From an optimization exercise on the open Yosys and OpenROAD flow, aimed at small area and a short achievable clock period; shortcuts taken in it are not production practice.
In this exercise RTL edits were held to simulation tests only and were not proved equivalent to the original.
No activity file was given, so power comes from the tool's default toggle rates.

==> flow/design.v <==
`timescale 1ns/10ps
package la_pkg;
    typedef enum logic [3:0] {
        op_add,
        op_sub,
        op_and,
        op_or,
        op_xor,
        op_sll,
        op_ld_w,
        op_syscall,
        op_brk,
        op_nop
    } alu_op_e;
    typedef enum logic [6:0] {
        exp_none = 7'h00,
        exp_adef = 7'h08,
        exp_ale  = 7'h09,
        exp_sys  = 7'h0b,
        exp_brk  = 7'h0c,
        exp_tlbr = 7'h3f
    } exp_code_e;
    typedef enum logic [3:0] {
        csr_crmd,
        csr_prmd,
        csr_estat,
        csr_era,
        csr_badv,
        csr_eentry,
        csr_tlbrentry,
        csr_pgdl,
        csr_pgdh,
        csr_pgd
    } csr_sel_e;
endpackage
`timescale 1ns/10ps
import la_pkg::*;
module exec_pair (
    input  logic                   clk,
    input  logic                   rst_n,
    input  logic                   s0_valid,
    input  logic [3:0]             s0_op,
    input  logic [5-1:0] s0_rj, s0_rk, s0_rd,
    input  logic [32-1:0]       s0_imm, s0_pc, s0_inst,
    input  logic                   s1_valid,
    input  logic [3:0]             s1_op,
    input  logic [5-1:0] s1_rj, s1_rk, s1_rd,
    input  logic [32-1:0]       s1_imm, s1_pc, s1_inst,
    output logic [5-1:0] raddr0, raddr1, raddr2, raddr3,
    input  logic [32-1:0]       rdata0, rdata1, rdata2, rdata3,
    input  logic                   byp0_wen, byp1_wen,
    input  logic [5-1:0] byp0_addr, byp1_addr,
    input  logic [32-1:0]       byp0_data, byp1_data,
    output logic                   e0_valid,
    output logic [5-1:0] e0_rd,
    output logic [32-1:0]       e0_data, e0_pc, e0_inst,
    output la_pkg::exp_code_e      e0_exception,
    output logic [32-1:0]       e0_badv,
    output logic                   e1_valid,
    output logic [5-1:0] e1_rd,
    output logic [32-1:0]       e1_data, e1_pc, e1_inst
);
    logic [32-1:0] a0, b0;
    logic [32-1:0] a1, b1;
    function automatic logic [32-1:0] fwd(
        input logic [5-1:0] addr,
        input logic [32-1:0]       rf_val
    );
        if (byp1_wen && byp1_addr == addr) begin
            fwd = byp1_data;
        end else if (byp0_wen && byp0_addr == addr) begin
            fwd = byp0_data;
        end else begin
            fwd = rf_val;
        end
    endfunction
    function automatic logic [32-1:0] alu(
        input logic [3:0]       op,
        input logic [32-1:0] a,
        input logic [32-1:0] b
    );
        case (op)
            op_add, op_ld_w: alu = a + b;   
            op_sub:          alu = a - b;
            op_and:          alu = a & b;
            op_or:           alu = a | b;
            op_xor:          alu = a ^ b;
            op_sll:          alu = a << b[4:0];
            default:         alu = '0;
        endcase
    endfunction
    assign raddr0 = s0_rj;
    assign raddr1 = s0_rk;
    assign raddr2 = s1_rj;
    assign raddr3 = s1_rk;
    always_comb begin
        a0 = fwd(s0_rj, rdata0);
        b0 = (s0_op == op_ld_w) ? s0_imm : fwd(s0_rk, rdata1);
        a1 = fwd(s1_rj, rdata2);
        b1 = (s1_op == op_ld_w) ? s1_imm : fwd(s1_rk, rdata3);
    end
    assign e0_data = alu(s0_op, a0, b0);
    assign e1_data = alu(s1_op, a1, b1);
    assign e0_valid = s0_valid;
    assign e0_rd    = s0_rd;
    assign e0_pc    = s0_pc;
    assign e0_inst  = s0_inst;
    assign e1_valid = s1_valid;
    assign e1_rd    = s1_rd;
    assign e1_pc    = s1_pc;
    assign e1_inst  = s1_inst;
    always_comb begin
        e0_exception = exp_none;
        e0_badv      = '0;
        if (s0_pc[1:0] != 2'b00) begin
            e0_exception = exp_adef;
            e0_badv      = s0_pc;
        end else if (s0_op == op_ld_w && e0_data[32-1 -: 4] == 4'hF) begin
            e0_exception = exp_tlbr;
            e0_badv      = e0_data;
        end else if (s0_op == op_ld_w && e0_data[1:0] != 2'b00) begin
            e0_exception = exp_ale;
            e0_badv      = e0_data;
        end else if (s0_op == op_syscall) begin
            e0_exception = exp_sys;
        end else if (s0_op == op_brk) begin
            e0_exception = exp_brk;
        end
    end
endmodule
`timescale 1ns/10ps
module wb_latch (
    input  logic                   clk,
    input  logic                   rst_n,
    input  logic                   flush,
    input  logic                   e0_valid,
    input  logic [5-1:0] e0_rd,
    input  logic [32-1:0]       e0_data, e0_pc, e0_inst,
    input  la_pkg::exp_code_e      e0_exception,
    input  logic [32-1:0]       e0_badv,
    input  logic                   e1_valid,
    input  logic [5-1:0] e1_rd,
    input  logic [32-1:0]       e1_data, e1_pc, e1_inst,
    output logic                   w0_valid,
    output logic [5-1:0] w0_rd,
    output logic [32-1:0]       w0_data, w0_pc, w0_inst,
    output la_pkg::exp_code_e      w0_exception,
    output logic [32-1:0]       w0_badv,
    output logic                   w1_valid,
    output logic [5-1:0] w1_rd,
    output logic [32-1:0]       w1_data, w1_pc, w1_inst
);
    always_ff @(posedge clk) begin
        if (!rst_n) begin
            w0_valid <= 1'b0;
            w1_valid <= 1'b0;
        end else begin
            w0_valid <= e0_valid && !flush;
            w1_valid <= e1_valid && !flush;
        end
    end
    always_ff @(posedge clk) begin
        w0_rd        <= e0_rd;
        w0_data      <= e0_data;
        w0_pc        <= e0_pc;
        w0_inst      <= e0_inst;
        w0_exception <= e0_exception;
        w0_badv      <= e0_badv;
        w1_rd        <= e1_rd;
        w1_data      <= e1_data;
        w1_pc        <= e1_pc;
        w1_inst      <= e1_inst;
    end
endmodule
`timescale 1ns/10ps
module reg_file (
    input  logic                   clk,
    input  logic                   rst_n,
    input  logic [5-1:0] raddr0, raddr1, raddr2, raddr3,
    output logic [32-1:0]       rdata0, rdata1, rdata2, rdata3,
    input  logic                   wen0, wen1,
    input  logic [5-1:0] waddr0, waddr1,
    input  logic [32-1:0]       wdata0, wdata1
);
    logic [32-1:0] regs [32];
    always_ff @(posedge clk) begin
        if (!rst_n) begin
            for (int i = 0; i < 32; i++) begin
                regs[i] <= '0;
            end
        end else begin
            if (wen0) begin
                regs[waddr0] <= wdata0;
            end
            if (wen1) begin
                regs[waddr1] <= wdata1;   
            end
        end
    end
    assign rdata0 = (raddr0 == '0) ? '0 : regs[raddr0];
    assign rdata1 = (raddr1 == '0) ? '0 : regs[raddr1];
    assign rdata2 = (raddr2 == '0) ? '0 : regs[raddr2];
    assign rdata3 = (raddr3 == '0) ? '0 : regs[raddr3];
endmodule
`timescale 1ns/10ps
import la_pkg::*;
module writeback (
    input  logic                   w0_valid,
    input  logic [5-1:0] w0_rd,
    input  logic [32-1:0]       w0_data, w0_pc, w0_inst,
    input  la_pkg::exp_code_e      w0_exception,
    input  logic [32-1:0]       w0_badv,
    input  logic                   w1_valid,
    input  logic [5-1:0] w1_rd,
    input  logic [32-1:0]       w1_data, w1_pc, w1_inst,
    input  logic [32-1:0]       eentry, tlbrentry,
    output logic                   wen0, wen1,
    output logic [5-1:0] waddr0, waddr1,
    output logic [32-1:0]       wdata0, wdata1,
    output logic                   redirect,
    output logic [32-1:0]       redirect_pc,
    output logic [32-1:0]       era,
    output logic                   era_wen,
    output logic                   store_state,
    output la_pkg::exp_code_e      expcode,
    output logic                   expcode_wen,
    output logic [32-1:0]       badv,
    output logic                   badv_wen,
    output logic                   pgd_wen,
    output logic [32-1:0]       debug0_wb_pc,
    output logic [3:0]             debug0_wb_rf_wen,
    output logic [5-1:0] debug0_wb_rf_wnum,
    output logic [32-1:0]       debug0_wb_rf_wdata, debug0_wb_inst,
    output logic [32-1:0]       debug1_wb_pc,
    output logic [3:0]             debug1_wb_rf_wen,
    output logic [5-1:0] debug1_wb_rf_wnum,
    output logic [32-1:0]       debug1_wb_rf_wdata, debug1_wb_inst
);
    logic has_exc;
    logic set_badv;
    assign has_exc  = w0_valid && w0_exception != exp_none;
    assign set_badv = has_exc && (w0_exception == exp_adef || w0_exception == exp_ale ||
                                  w0_exception == exp_tlbr);
    assign redirect    = has_exc;
    assign redirect_pc = (w0_exception == exp_tlbr) ? tlbrentry : eentry;
    assign era         = w0_pc;
    assign era_wen     = has_exc;
    assign store_state = has_exc;
    assign expcode     = w0_exception;
    assign expcode_wen = has_exc;
    assign badv        = w0_badv;
    assign badv_wen    = set_badv;
    assign pgd_wen     = set_badv;
    assign wen0   = w0_valid && !has_exc && w0_rd != '0;
    assign wen1   = w1_valid && !has_exc && w1_rd != '0;
    assign waddr0 = w0_rd;
    assign waddr1 = w1_rd;
    assign wdata0 = w0_data;
    assign wdata1 = w1_data;
    assign debug0_wb_pc       = w0_pc;
    assign debug0_wb_rf_wen   = {4{wen0}};
    assign debug0_wb_rf_wnum  = w0_rd;
    assign debug0_wb_rf_wdata = w0_data;
    assign debug0_wb_inst     = w0_inst;
    assign debug1_wb_pc       = w1_pc;
    assign debug1_wb_rf_wen   = {4{wen1}};
    assign debug1_wb_rf_wnum  = w1_rd;
    assign debug1_wb_rf_wdata = w1_data;
    assign debug1_wb_inst     = w1_inst;
endmodule
`timescale 1ns/10ps
import la_pkg::*;
module csr_file (
    input  logic              clk,
    input  logic              rst_n,
    input  logic              csr_we,
    input  logic [3:0]        csr_sel,
    input  logic [32-1:0]  csr_wdata,
    output logic [32-1:0]  csr_rdata,
    input  logic [32-1:0]  era,
    input  logic              era_wen,
    input  logic              store_state,
    input  la_pkg::exp_code_e expcode,
    input  logic              expcode_wen,
    input  logic [32-1:0]  badv,
    input  logic              badv_wen,
    input  logic              pgd_wen,
    output logic [32-1:0]  eentry,
    output logic [32-1:0]  tlbrentry
);
    localparam int IE_BIT    = 2;    
    localparam int ECODE_LSB = 16;
    logic [32-1:0] crmd, prmd, estat;
    logic [32-1:0] era_r, badv_r;
    logic [32-1:0] pgdl, pgdh, pgd;
    always_ff @(posedge clk) begin
        if (!rst_n) begin
            crmd         <= '0;
            crmd[IE_BIT] <= 1'b1;
            prmd         <= '0;
            estat        <= '0;
            era_r        <= '0;
            badv_r       <= '0;
            eentry       <= '0;
            tlbrentry    <= '0;
            pgdl         <= '0;
            pgdh         <= '0;
            pgd          <= '0;
        end else begin
            if (csr_we) begin
                case (csr_sel)
                    csr_crmd:      crmd      <= csr_wdata;
                    csr_prmd:      prmd      <= csr_wdata;
                    csr_estat:     estat     <= csr_wdata;
                    csr_era:       era_r     <= csr_wdata;
                    csr_badv:      badv_r    <= csr_wdata;
                    csr_eentry:    eentry    <= csr_wdata;
                    csr_tlbrentry: tlbrentry <= csr_wdata;
                    csr_pgdl:      pgdl      <= csr_wdata;
                    csr_pgdh:      pgdh      <= csr_wdata;
                    csr_pgd:       pgd       <= csr_wdata;
                    default:       ;
                endcase
            end
            if (store_state) begin
                prmd[IE_BIT] <= crmd[IE_BIT];
                crmd[IE_BIT] <= 1'b0;
            end
            if (era_wen) begin
                era_r <= era;
            end
            if (expcode_wen) begin
                estat[ECODE_LSB +: 7] <= expcode;
            end
            if (badv_wen) begin
                badv_r <= badv;
            end
            if (pgd_wen) begin
                pgd <= badv[31] ? pgdh : pgdl;   
            end
        end
    end
    always_comb begin
        case (csr_sel)
            csr_crmd:      csr_rdata = crmd;
            csr_prmd:      csr_rdata = prmd;
            csr_estat:     csr_rdata = estat;
            csr_era:       csr_rdata = era_r;
            csr_badv:      csr_rdata = badv_r;
            csr_eentry:    csr_rdata = eentry;
            csr_tlbrentry: csr_rdata = tlbrentry;
            csr_pgdl:      csr_rdata = pgdl;
            csr_pgdh:      csr_rdata = pgdh;
            csr_pgd:       csr_rdata = pgd;
            default:       csr_rdata = '0;
        endcase
    end
endmodule
`timescale 1ns/10ps
import la_pkg::*;
module commit_top (
    input  logic                   clk,
    input  logic                   rst_n,
    input  logic                   s0_valid,
    input  logic [3:0]             s0_op,
    input  logic [5-1:0] s0_rj, s0_rk, s0_rd,
    input  logic [32-1:0]       s0_imm, s0_pc, s0_inst,
    input  logic                   s1_valid,
    input  logic [3:0]             s1_op,
    input  logic [5-1:0] s1_rj, s1_rk, s1_rd,
    input  logic [32-1:0]       s1_imm, s1_pc, s1_inst,
    input  logic                   csr_we,
    input  logic [3:0]             csr_sel,
    input  logic [32-1:0]       csr_wdata,
    output logic [32-1:0]       csr_rdata,
    output logic                   redirect,
    output logic [32-1:0]       redirect_pc,
    output logic [32-1:0]       debug0_wb_pc,
    output logic [3:0]             debug0_wb_rf_wen,
    output logic [5-1:0] debug0_wb_rf_wnum,
    output logic [32-1:0]       debug0_wb_rf_wdata, debug0_wb_inst,
    output logic [32-1:0]       debug1_wb_pc,
    output logic [3:0]             debug1_wb_rf_wen,
    output logic [5-1:0] debug1_wb_rf_wnum,
    output logic [32-1:0]       debug1_wb_rf_wdata, debug1_wb_inst
);
    logic [5-1:0] raddr0, raddr1, raddr2, raddr3;
    logic [32-1:0]       rdata0, rdata1, rdata2, rdata3;
    logic                   wen0, wen1;
    logic [5-1:0] waddr0, waddr1;
    logic [32-1:0]       wdata0, wdata1;
    logic                   e0_valid, e1_valid;
    logic [5-1:0] e0_rd, e1_rd;
    logic [32-1:0]       e0_data, e0_pc, e0_inst, e0_badv;
    logic [32-1:0]       e1_data, e1_pc, e1_inst;
    la_pkg::exp_code_e      e0_exception;
    logic                   w0_valid, w1_valid;
    logic [5-1:0] w0_rd, w1_rd;
    logic [32-1:0]       w0_data, w0_pc, w0_inst, w0_badv;
    logic [32-1:0]       w1_data, w1_pc, w1_inst;
    la_pkg::exp_code_e      w0_exception;
    logic [32-1:0]       era, badv, eentry, tlbrentry;
    logic                   era_wen, store_state, expcode_wen, badv_wen, pgd_wen;
    la_pkg::exp_code_e      expcode;
    exec_pair u_exec_pair (
        .byp0_wen  (wen0),
        .byp0_addr (waddr0),
        .byp0_data (wdata0),
        .byp1_wen  (wen1),
        .byp1_addr (waddr1),
        .byp1_data (wdata1),
        .*
    );
    wb_latch u_wb_latch (
        .flush (redirect),
        .*
    );
    reg_file u_reg_file (.*);
    writeback u_writeback (.*);
    csr_file u_csr_file (.*);
endmodule
==> flow/run.sh <==
#!/bin/bash
# synth_recipe.tcl (not shown) runs the flow's synth.tcl, then flattens the netlist and writes it again
# the make line also repeats each setting of config.mk as NAME=value (left out here)
make -C /OpenROAD-flow-scripts/flow DESIGN_CONFIG=/design/flow/config.mk WORK_HOME=/design/flow/orfs CLKGATE_MAP_FILE= SYNTH_SCRIPT=/design/flow/synth_recipe.tcl finish
==> flow/config.mk <==
export PLATFORM = sky130hd
export DESIGN_NAME = commit_top
export DESIGN_NICKNAME = commit_top
export VERILOG_FILES = /design/flow/design.v
export SDC_FILE = /design/flow/constraint.sdc
export NUM_CORES = 8
export LEC_CHECK = 0
export CAP_MARGIN = 20
export CORE_MARGIN = 2
export CORE_UTILIZATION = 30
export SETUP_SLACK_MARGIN = 0.2
export SLEW_MARGIN = 20
==> flow/constraint.sdc <==
create_clock -name core_clock -period 7.5 [get_ports {clk}]
set_input_delay 1.5000 -clock core_clock [delete_from_list [all_inputs] [get_ports {clk}]]
set_output_delay 1.5000 -clock core_clock [all_outputs]
set_load 0.01 [all_outputs]
==> flow_metrics.env <==
export IMPL_status="complete, no violations"
export IMPL_drc=0
export IMPL_dpl_cell_count=15467
export IMPL_dieArea_um2=370000
export IMPL_portBuffers=545
export IMPL_io_pins=546
export IMPL_cts_tree="built"
export IMPL_rsz0062_at_grt="no"
export IMPL_vias_per_cell=6.92
export IMPL_maxSlewHeadroom=0.0660
export IMPL_grt_max_degree=211
export IMPL_antenna_found_initial=97
export IMPL_final_cell_mix="buf_4, a22o_1, edfxtp_1"
export IMPL_cp_slowest_cell="nor3_1"
export IMPL_rows=221
export IMPL_hpwl_um=445000
export IMPL_timing_hold_ws_ps=455
export IMPL_cp_arrival_ps=8000
export IMPL_cts_root_buf="clkbuf_16"
export IMPL_wl_um=659000
export IMPL_hold_viol=0
export IMPL_first_pass_iters=12
export IMPL_final_common_cell="buf_4"
export IMPL_worstHoldStart="u_csr_file.prmd[29]"
export IMPL_synthCells=9874
export IMPL_clock_sinks=1585
export IMPL_vias=110135
export IMPL_period_share=0.958
export IMPL_ys_types=107
export IMPL_finalSetupViolCount=0
export IMPL_grt_pass1_wl_um=877000
export IMPL_clk_latency_ps=990
export IMPL_cts_buffers=196
export IMPL_finalSetupTns_ps=0
export IMPL_start_util=0.302
export IMPL_htreeDepth=4
export IMPL_cts_max_path_buffers=4
export IMPL_critPathMaxFanout=23
export IMPL_fin_cells=15913
export IMPL_synth_edf_count=1024
export IMPL_cp_required_ps=8310
export IMPL_crit_type="in -> reg"
export IMPL_crit_top_cell="buf_4"
export IMPL_drtAntennaViolNets=0
export IMPL_syn_avg_cell_area_um2=11.1
export IMPL_setup_slack_ps=311
export IMPL_area_growth_synth_to_final_pct=24.6
export IMPL_critPathLaunch="s0_rk[3]"
export IMPL_crit_path_end_kind="flop"
export IMPL_clk_pin_slew_ps=60
export IMPL_peakVddDrop_mv=0.179
export IMPL_min_period_ps=7190
export IMPL_cp_start_kind="primary input"
export IMPL_max_freq_mhz=139
export IMPL_fin_skew_ps=73.1
export IMPL_die_w_um=608
export IMPL_core_area_um2=363000
export IMPL_drv_cap=0
export IMPL_hold_buffers=0
export IMPL_power_density_nw_per_um2=218
export IMPL_leakagePower_nw=50.8
export IMPL_ys_seq_elements=1585
export IMPL_dieHeight_um=608
export IMPL_drt_iter0_drc=21093
export IMPL_ys_seq_area_frac=0.384
export IMPL_pre_cts_slack_ps=-687
export IMPL_synth_area_um2=109000
export IMPL_finish_utilization=0.376
export IMPL_grt_ovfl_total=0
export IMPL_drive_above_1_share=0.271
export IMPL_holdCritPathClass="reg -> reg"
export IMPL_r2r_start="u_wb_latch.w0_exception[1]"
export IMPL_synthArstFlopShare=0
export IMPL_yosysWarnings=4
export IMPL_routedWlPerCell_um=41.4
export IMPL_grt_pass1_vias=100770
export IMPL_finalMaxSlewViolations=0
export IMPL_num_nets_final=11353
export IMPL_grt_usage=0.340
export IMPL_timing_worst_slew_pin_value_ps=1390
export IMPL_crit_buf_inv=7
export IMPL_gp_congestion=1.10
export IMPL_ys_flop_type="edfxtp_1"
export IMPL_max_stage_delay_ps=590
export IMPL_crit_family="compound AO/OA/AOI/OAI gates"
state kept, by name (all words and copies together), names as in the netlist:
name and flops:
u_csr_file.badv_r 32, u_csr_file.crmd 32, u_csr_file.eentry 32, u_csr_file.era_r 32, u_csr_file.estat 32, u_csr_file.pgd 32, u_csr_file.pgdh 32, u_csr_file.pgdl 32
u_csr_file.prmd 32, u_csr_file.tlbrentry 32, u_reg_file.regs 1024, u_wb_latch.w0_badv 32, u_wb_latch.w0_data 32, u_wb_latch.w0_exception 5, u_wb_latch.w0_inst 32, u_wb_latch.w0_pc 32
u_wb_latch.w0_rd 5, u_wb_latch.w0_valid 1, u_wb_latch.w1_data 32, u_wb_latch.w1_inst 32, u_wb_latch.w1_pc 32, u_wb_latch.w1_rd 5, u_wb_latch.w1_valid 1
power breakdown:
part | switching (W) | internal, W | leakage (nW)
Combinational | 0.00573 | 0.00321 | 32.4
Clock | 0.00442 | 0.00579 | 3.21
Sequential | 0.000825 | 0.00970 | 15.2
cell usage after synthesis, types with 57 or more instances:
| cell | number | area share |
|---|---|---|
| a211oi_1 | 58 | 0.0040 |
| a21oi_1 | 421 | 0.019 |
| a221oi_1 | 276 | 0.022 |
| a22o_1 | 1041 | 0.083 |
| a22oi_1 | 303 | 0.021 |
| a311oi_1 | 98 | 0.0078 |
| a31oi_1 | 60 | 0.0034 |
| buf_1 | 131 | 0.0045 |
| buf_2 | 138 | 0.0063 |
| buf_4 | 57 | 0.0039 |
| clkbuf_1 | 867 | 0.030 |
| dfxtp_1 | 561 | 0.10 |
| edfxtp_1 | 1024 | 0.28 |
| ha_1 | 193 | 0.022 |
| inv_1 | 187 | 0.0064 |
| mux2i_1 | 756 | 0.069 |
| mux4_2 | 809 | 0.17 |
| nand2_1 | 878 | 0.030 |
| nand3_1 | 199 | 0.0091 |
| nand4_1 | 65 | 0.0037 |
| nor2_1 | 424 | 0.015 |
| nor2b_1 | 60 | 0.0034 |
| nor3_1 | 78 | 0.0036 |
| o211ai_1 | 118 | 0.0081 |
| o21ai_0 | 281 | 0.013 |
| xnor2_1 | 112 | 0.0090 |
worst reg2reg max path: cells and delay by family, from the launching register on:
kind,cells,cell delay [ps]
buffers and inverters,8,1800
flip-flops,1,330
adder cells (fa/ha/maj),1,350
AO/OA/AOI/OAI,13,2830
XOR/XNOR,1,340
AND/OR/NAND/NOR,6,1290
worst paths after layout:
check	endpoint	slack, ps	cells after the start
worst min-delay path	u_csr_file.prmd[29]	450	2
worst max-delay path	u_wb_latch.w0_badv[24]	310	30
worst min register to register	u_csr_file.prmd[29]	450	2
worst max register to register	u_wb_latch.w0_badv[22]	470	29
cell families after synthesis:
family,after synthesis,share of synthesized area
flops,1585,0.384
xor+xnor,156,0.0126
buf+inv,1415,0.0539
simple gates,1933,0.0792
other cells,1,0.0000343
compound gates,2966,0.206
mux,1623,0.242
fa+ha+maj,195,0.0224
stage by stage:
step / instance area [um2] / total power (W)
global route: 136000 / 0.0299
floorplan: 110000 / 0.0143
detailed placement: 129000 / 0.0189
CTS: 136000 / 0.0290
finish: 136000 / 0.0297
global placement: 129000 / 0.0189
per-layer routing:
layer  track usage  routed length, um  vias to the layer above
li1              -                  -                    41350
met1         0.390             222000                    54195
met2         0.465             260000                    11203
met4         0.270              66300                       72
met5        0.0155               1190                        -
met3         0.180             110000                     3315
cell type report:
class	count	area, um2
repair buffers	2001	17800
diodes	75	188
flip-flops and latches	1585	42100
inverters	198	767
clock inverters	114	1230
multi-input cells	6905	63000
well taps	4794	6000
fillers	35327	226000
clock buffers	241	5340
what timing repair did:
item | 4_1_cts | 5_1_grt
setup buffers | 0 | 12
setup endpoints to repair | 0 | 43
resized for setup | 0 | 51

-- afterwards: timing with drivers on the ports --
The results above use ideal ports. As a check the final layout listed here was re-extracted and re-timed, cells and wires unchanged. Step 1 assumes that a clkbuf_16 drives the clock port and a buf_2 every other input. Step 2 times the ports against the registers' clock, not the clock port: input delays grow and output delays shrink by t, the midpoint of the rising clock arrivals with the driver on. Slacks: ideal / step 1 / step 2; pairs: ideal / step 1.
t (ns): 1.050
setup WS [ns]: 0.311 / 0.203 / -0.847
worst setup path after step 2: input to register
clock arrival spread, ns: 0.074 / 0.074
With both steps, setup timing fails in this run, where it was met with ideal ports. For this run, drivers alone change the setup slack by -0.108 ns; drivers and shift together by -1.158 ns.
